This is an optimization exercise on Yosys and OpenROAD, whose aim is small area, not a production implementation.
Function was checked by simulation only, so behaviour that the tests miss may differ from the original.
Power is estimated from default activity; no workload was simulated.

== run 1 ==
Design core_top, start of the top module:
module core_top (
	input  logic        clk_i,
	input  logic        rst_n_i,
	input  logic        fetch_enable_i,
	output logic        instr_req_o,
	output logic [31:0] instr_addr_o,
	input  logic        instr_gnt_i,
	input  logic        instr_rvalid_i,
	input  logic [31:0] instr_rdata_i,
	output logic        data_req_o,
	output logic        data_we_o,
	output logic [31:0] data_addr_o,
	output logic [31:0] data_wdata_o,
	input  logic        data_gnt_i,
	input  logic        data_rvalid_i,
	input  logic [31:0] data_rdata_i,
	output logic        core_busy_o
);
	localparam logic [3:0] S_CLR   = 4'd0;   
	localparam logic [3:0] S_IDLE  = 4'd1;
	localparam logic [3:0] S_FREQ  = 4'd2;   
	localparam logic [3:0] S_FWAIT = 4'd3;   
	localparam logic [3:0] S_RDY1  = 4'd4;   
	localparam logic [3:0] S_P1    = 4'd5;   
	localparam logic [3:0] S_P2B   = 4'd6;   
	localparam logic [3:0] S_P2S   = 4'd7;   
	localparam logic [3:0] S_DREQ  = 4'd8;   
	localparam logic [3:0] S_DWAIT = 4'd9;   
	localparam logic [3:0] S_RDY3  = 4'd10;  
	localparam logic [3:0] S_P3    = 4'd11;  
	logic [3:0]  state_q, state_d;
	logic [4:0]  ph_q;
	logic        st_q;      
	logic        neq_q;     
	logic        calu_q;    
	logic        cpc_q;     
	logic [31:0] ir_q;      
	logic [4:0]  rs2_q;     
	logic [31:0] addr_q;    
	logic [31:0] head;      
	wire ph0 = (ph_q == 5'd0);
	wire ir_ld = (state_q == S_FWAIT) & instr_rvalid_i;
	wire ph31 = (ph_q == 5'd31);
	wire [6:0] opc = ir_q[6:0];
	wire [2:0] f3  = ir_q[14:12];
	wire [6:0] f7  = ir_q[31:25];
	wire [4:0] rd  = ir_q[11:7];
	wire [4:0] rs1 = ir_q[19:15];
	wire f3_alu = (f3 == 3'b000) | (f3 == 3'b100) | (f3 == 3'b110) | (f3 == 3'b111);
	wire is_lui = (opc == 7'b0110111);
	wire is_opi = (opc == 7'b0010011) & f3_alu;
	wire is_op  = (opc == 7'b0110011) & f3_alu &
		((f7 == 7'b0000000) | ((f7 == 7'b0100000) & (f3 == 3'b000)));
  ...
==> flow/config.mk <==
export PLATFORM = sky130hd
export DESIGN_NAME = core_top
export DESIGN_NICKNAME = core_top
export VERILOG_FILES = /design/flow/design.v
export SDC_FILE = /design/flow/constraint.sdc
export NUM_CORES = 4
export LEC_CHECK = 0
export ABC_AREA = 1
export CAP_MARGIN = 20
export CELL_PAD_IN_SITES_DETAIL_PLACEMENT = 0
export CELL_PAD_IN_SITES_GLOBAL_PLACEMENT = 0
export CORE_MARGIN = 2
export CORE_UTILIZATION = 60
export PLACE_DENSITY = 0.7
export SLEW_MARGIN = 20
==> flow/constraint.sdc <==
create_clock -name core_clock -period 10.0 [get_ports {clk_i}]
set_input_delay 2.0000 -clock core_clock [delete_from_list [all_inputs] [get_ports {clk_i}]]
set_output_delay 2.0000 -clock core_clock [all_outputs]
set_load 0.01 [all_outputs]
standard.sh (not shown) runs the stock make flow with config.mk's settings and CLKGATE_MAP_FILE= SYNTH_SCRIPT=/design/flow/synth_recipe.tcl, a recipe that flattens the netlist after the stock synthesis.
==> flow/flow/run.sh <==
#!/bin/bash
set -euo pipefail
export BUFFER_PORTS_ARGS="-buffer_cell sky130_fd_sc_hd__buf_1"
export CTS_ARGS="-sink_clustering_enable -repair_clock_nets -dont_use_dummy_load -buf_list sky130_fd_sc_hd__clkbuf_4 -sink_clustering_size 12 -sink_clustering_max_diameter 30"
bash standard.sh > standard_flow.log 2>&1
[inputs] run 2 vs run 1
==> flow/flow/run.sh <==
#!/bin/bash
set -euo pipefail
export BUFFER_PORTS_ARGS="-buffer_cell sky130_fd_sc_hd__buf_1"
export CTS_ARGS="-sink_clustering_enable -repair_clock_nets -dont_use_dummy_load -buf_list {sky130_fd_sc_hd__clkbuf_4 sky130_fd_sc_hd__clkbuf_8 sky130_fd_sc_hd__clkbuf_16} -sink_clustering_size 20 -sink_clustering_max_diameter 50"
bash standard.sh > standard_flow.log 2>&1
Results
Compared to run 1, run 2 has via count 255 lower. The switching power total reported for run 2 is greater than that of run 1 by about 4.3%. Summary — post-route total power, run 2 relative to run 1: higher, by 0.00073 W.
Input-level comparison between run 3 and run 2:
==> flow/flow/run.sh <==
#!/bin/bash
set -euo pipefail
export BUFFER_PORTS_ARGS="-buffer_cell sky130_fd_sc_hd__buf_1"
export CTS_ARGS="-sink_clustering_enable -repair_clock_nets -dont_use_dummy_load -buf_list sky130_fd_sc_hd__clkbuf_8 -sink_clustering_size 22 -sink_clustering_max_diameter 50"
sed "s|SYNTH_SCRIPT=[^ ]*|SYNTH_SCRIPT=$PWD/flow/my_synth.tcl|" standard.sh > my_synth.sh
bash my_synth.sh synth > synth.log 2>&1
export SYNTH_ODB="$PWD/orfs/results/$FLOW_PLATFORM/core_top/base/1_synth.odb"
openroad -no_init -exit flow/downsize.tcl > downsize.log 2>&1
bash standard.sh > standard_flow.log 2>&1
==> flow/flow/area.abc (new file) <==
strash
dch -f
amap
topo
dnsize -c
==> flow/flow/downsize.tcl (new file) <==
# Swap every combinational cell that synthesis sized up back to its
# smallest drive strength; flip-flops and clock cells are left alone.
# Timing slack is several ns, and later repair steps size up where needed.
read_db $::env(SYNTH_ODB)
set db [ord::get_db]
set block [[$db getChip] getBlock]
set n 0
foreach inst [$block getInsts] {
  set name [[$inst getMaster] getName]
  if {![regexp {^sky130_fd_sc_hd__([a-z0-9]+)_([0-9]+)$} $name -> fn drv]} { continue }
  if {$drv <= 1} { continue }
  if {[regexp {^(df|edf|sdf|sedf|dl|clk|tap|fill|decap|conb)} $fn]} { continue }
  foreach t {1 0} {
    set m [$db findMaster sky130_fd_sc_hd__${fn}_$t]
    if {$m ne "NULL"} {
      $inst swapMaster $m
      incr n
      break
    }
  }
}
puts "downsized $n instances"
write_db $::env(SYNTH_ODB)
==> flow/flow/my_synth.tcl (new file) <==
# The standard synthesis (synth_recipe.tcl), with one change: abc maps
# the combinational logic with the area script flow/area.abc instead of
# ORFS's own. Flip-flops are mapped before abc runs, so they are unchanged.
set flow_dir [file dirname [file normalize [info script]]]
proc abc {args} {
  global flow_dir
  set i [lsearch $args -script]
  if {$i >= 0} { lset args [expr {$i + 1}] [file join $flow_dir area.abc] }
  yosys abc {*}$args
}
source [file join [file dirname $flow_dir] synth_recipe.tcl]
Findings:
- In the metrics for run 3 and run 2, the one carrying the higher non-clock buffer count is run 3.
- Compared with run 2, in run 3 detailed-placement wirelength estimate stayed essentially flat, remaining global-route overflow stayed essentially flat.
> inputs changed (run 3 -> run 4)
==> flow/flow/run.sh <==
#!/bin/bash
set -euo pipefail
export BUFFER_PORTS_ARGS="-buffer_cell sky130_fd_sc_hd__buf_1"
export CTS_ARGS="-sink_clustering_enable -repair_clock_nets -dont_use_dummy_load -buf_list sky130_fd_sc_hd__clkbuf_8 -sink_clustering_size 20 -sink_clustering_max_diameter 50"
bash standard.sh > standard_flow.log 2>&1
removed: flow/flow/area.abc
removed: flow/flow/downsize.tcl
removed: flow/flow/my_synth.tcl
Results
On chip height: between run 3 and run 4, it ends up higher for run 4. From run 3 to run 4 the numbers moved as follows: clock network power share picked up an extra 3.4 points; clock input transition at the sequential cells of the worst setup and hold paths has remained practically unchanged; non-clock buffer contribution to total cell area lower; total routed wirelength now sits higher. Run 3 → run 4: worst slew slack as a fraction of its limit increased 18 points, synthesized netlist cell count increased 8.7%. Run 3 vs run 4, cell type of the slowest stage on the worst timing path: sky130_fd_sc_hd__dfrtp_1 vs sky130_fd_sc_hd__edfxtp_1. Against run 3, run 4 comes in 12 higher on clock-buffer cell count. In terms of post-synthesis share of cell area spent on xor and xnor gates, run 3 and run 4 differ only marginally.

-- static timing again, ports no longer ideal --
No port has a modelled driver above. Below, the same layouts with a new extraction and two added sets of constraints. Step 1 sets driving cells, clkbuf_16 on the clock port and buf_2 on the other inputs (assumed; they add their load-dependent delay and slew). Step 2, shift: input delay + t, output delay - t, t = (earliest + latest rising clock arrival at the registers) / 2. This alone moves slack from input paths to output paths. a / b / c = ideal / step 1 / step 2; a / b = the first two.
run	shift t [ns]	slack for setup (ns)	hold slack, ns	worst register clock-pin slew, ns
run 1	0.967	5.876 / 5.828 / 5.808	0.253 / 0.253 / 0.253	0.12 / 0.12
run 2	0.622	6.159 / 6.159 / 5.797	0.305 / 0.305 / 0.305	0.08 / 0.08
run 3	0.692	4.577 / 4.577 / 4.577	0.228 / 0.228 / 0.228	0.12 / 0.12
run 4	0.663	6.161 / 6.135 / 5.801	0.301 / 0.301 / 0.301	0.11 / 0.11
After both steps setup and hold are still met in every run listed. For run 2, which loses most, drivers alone change the setup slack by 0.000 ns; drivers and shift together by -0.362 ns.
